From an optimization exercise on the open Yosys and OpenROAD flow, aimed at small area, a short achievable clock period and few clock cycles per item; shortcuts taken in it are not production practice.
Function was checked by simulation only, so behaviour that the tests miss may differ from the original.
No activity file was given, so power comes from the tool's default toggle rates.

Setup of run 1:
==> flow/design.v (excerpt) <==
module dac_waveform_sequencer #(
  parameter int TABLE_DEPTH     = 20,
  parameter int SHORT_DEPTH     = 10,
  parameter int SEQUENCE_LENGTH = 6
) (
  input  logic                              clk_i,
  input  logic                              rst_ni,
  input  logic                              in_valid_i,
  output logic                              in_stall_o,
  input  logic [1:0]                        opcode_i,
  input  logic [1:0]                        table_select_i,
  input  logic [4:0]                        sample_index_i,
  input  logic [dws_pkg::SAMPLE_W-1:0]      sample_value_i,
  input  logic [dws_pkg::SEG_LIST_W-1:0]    segment_list_i,
  output logic                              out_valid_o,
  input  logic                              out_stall_i,
  output logic [dws_pkg::SAMPLE_W-1:0]      dac_value_o,
  output logic                              busy_res_o,
  output logic                              sequence_done_o,
  output logic                              refused_o,
  input  logic                              cfg_valid_i,
  output logic                              cfg_ready_o,
  input  logic [dws_pkg::CFG_INDEX_W-1:0]   cfg_index_i,
  input  logic [dws_pkg::CFG_DATA_W-1:0]    cfg_data_i
);
For scale: about 2200 cells after synthesis, roughly 790 flip-flops, about 72 I/O pins.
make LEC_CHECK=0 ABC_CLOCK_PERIOD_IN_PS=2300 CAP_MARGIN=20 CORE_MARGIN=2 CORE_UTILIZATION=60 PLACE_DENSITY=0.68 SETUP_SLACK_MARGIN=4.2 SLEW_MARGIN=20 finish   # period 6.5 ns
run.sh (not shown) runs the stock make flow with config.mk's settings and CLKGATE_MAP_FILE= SYNTH_SCRIPT=/design/flow/synth_recipe.tcl, a recipe that flattens the netlist after the stock synthesis.
Run 1 has completed all stages; timing, DRC and antenna checks passed.
Testbench counts of run 1, summed over its fixed seeds: cycles 110,850, items 110,722.
Setup changes, run 1 to run 2
Settings: putting CTS_CLUSTER_DIAMETER at 80 where nothing was set; putting CTS_CLUSTER_SIZE at 20 where nothing was set; swapping 4.2 for 4.1 in SETUP_SLACK_MARGIN; swapping 2300 for 2500 in ABC_CLOCK_PERIOD_IN_PS.
- From run 1 to run 2 the numbers moved as follows: cell area after layout shrank by 5.6%, routed wire length shrank by 6.9%, power consumption shrank by 14%.
- Delta (run 2 minus run 1): part of the total power dissipated in sequential elements went up; overall global routing resource usage now smaller; fraction of area in non-clock buffers now smaller.
- Against run 1, run 2 comes in 7.7 points lower on clock group share of total power.
--- input diff run 2..run 3 ---
Settings: clearing CTS_CLUSTER_SIZE, which used to be 20; swapping 4.1 for 3.95 in SETUP_SLACK_MARGIN; clearing CTS_CLUSTER_DIAMETER, which used to be 80.
==> results.txt <==
Run 2: full flow OK, the timing, design-rule and antenna checks passed
The final layout from run 3, which completed every stage, passed the timing, design-rule and antenna checks at the end of the flow.
Diff run 2 -> run 3: cell depth of the worst flop-to-flop path saw an increase; smallest hold slack increased by 13 ps relative to the old numbers; routability-driven placement congestion ratio has decreased.
Run 3 vs run 2: met2 wire length up slightly
Sequential power: run 3 vs run 2 — no meaningful difference
Run 2 and run 3 ended up with roughly the same final cell count without fillers.
End of the critical path = u_ctrl.rdn_q[3]: run 2; end of the critical path = u_ctrl.rdn_q[0]: run 3
For run 3, the topmost layer with routed signal wires was met4, unlike run 2, where it was met5.
Summary: with run 2 as the reference, wire length of the first global-routing pass in run 3 moved down slightly.
For footprint of the flip-flops and latches, run 3 and run 2 come out practically identical.
Measured against each other, run 2 and run 3 differ in worst setup slack before clock tree synthesis, the higher figure coming from run 2.
In the reports for run 2 and run 3, the larger met2 track demand over resource in global routing belongs to run 3.
Looking at total routed wirelength, run 3 sits 3600 um below run 2.

* * *

dac_waveform_sequencer again, from the RTL that the note above started with.
==> flow/config.mk <==
export PLATFORM = sky130hd
export DESIGN_NAME = dac_waveform_sequencer
export DESIGN_NICKNAME = dac_waveform_sequencer
export VERILOG_FILES = /design/flow/design.v
export SDC_FILE = /design/flow/constraint.sdc
export NUM_CORES = 4
export LEC_CHECK = 0
export ABC_CLOCK_PERIOD_IN_PS = 2300
export CAP_MARGIN = 20
export CORE_MARGIN = 2
export CORE_UTILIZATION = 40
export SETUP_SLACK_MARGIN = 4.2
export SLEW_MARGIN = 20
==> flow/constraint.sdc <==
create_clock -name core_clock -period 6.5 [get_ports {clk_i}]
set_input_delay 1.3000 -clock core_clock [delete_from_list [all_inputs] [get_ports {clk_i}]]
set_output_delay 1.3000 -clock core_clock [all_outputs]
set_load 0.01 [all_outputs]
The starting point ran to the end with no violations.
Testbench counts at the start, summed over its fixed seeds: cycles 110,850, items 110,722.
==> next run, changes <==
- ABC_CLOCK_PERIOD_IN_PS: 2300 -> 2500
- CORE_UTILIZATION: 40 -> 60
- CTS_CLUSTER_DIAMETER: not set -> 60
- CTS_CLUSTER_SIZE: not set -> 24
- PLACE_DENSITY: not set -> 0.68
- SETUP_SLACK_MARGIN: 4.2 -> 4.1
=>
- cell area shrinks by 5.3%
- sequential cell count does not change
- total power shrinks by 12%
- clock-buffer cell count falls by 53

[port drivers added, routing unchanged]
The results above use ideal ports. As a check the final layouts listed here were re-extracted and re-timed, cells and wires unchanged. Step 1 (the two cells are an assumption about what drives the block):
set clk [get_ports {clk_i}]
set_driving_cell -lib_cell sky130_fd_sc_hd__clkbuf_16 $clk
set_driving_cell -lib_cell sky130_fd_sc_hd__buf_2 [delete_from_list [all_inputs] $clk]
Step 2 moves the port delays by t, midway between the first and last clock arrival at a register: inputs arrive t later, outputs are due t later. That takes back most of the time a late clock gives input paths. Slacks: ideal ports / drivers / drivers and shift; pairs: ideal ports / drivers.
run | t, ns | setup WS [ns] | worst hold slack (ns) | slew at the worst register clock pin (ns) | worst data-port slew with drivers (ns)
run 1 | 0.704 | 3.945 / 3.945 / 3.561 | 0.477 / 0.477 / 0.477 | 0.07 / 0.07 | 0.05
run 2 | 0.676 | 3.821 / 3.821 / 3.450 | 0.458 / 0.458 / 0.458 | 0.09 / 0.09 | 0.05
run 3 | 0.683 | 3.939 / 3.932 / 3.302 | 0.471 / 0.471 / 0.471 | 0.07 / 0.07 | 0.05
the first run of note 2 | 0.707 | 3.811 / 3.811 / 3.570 | 0.462 / 0.462 / 0.462 | 0.07 / 0.07 | 0.08
the second run of note 2 | 0.675 | 3.834 / 3.834 / 3.481 | 0.463 / 0.463 / 0.463 | 0.10 / 0.10 | 0.05
After both steps every run listed still meets setup and hold. For run 3, which loses most, drivers alone change the setup slack by -0.007 ns; drivers and shift together by -0.637 ns.
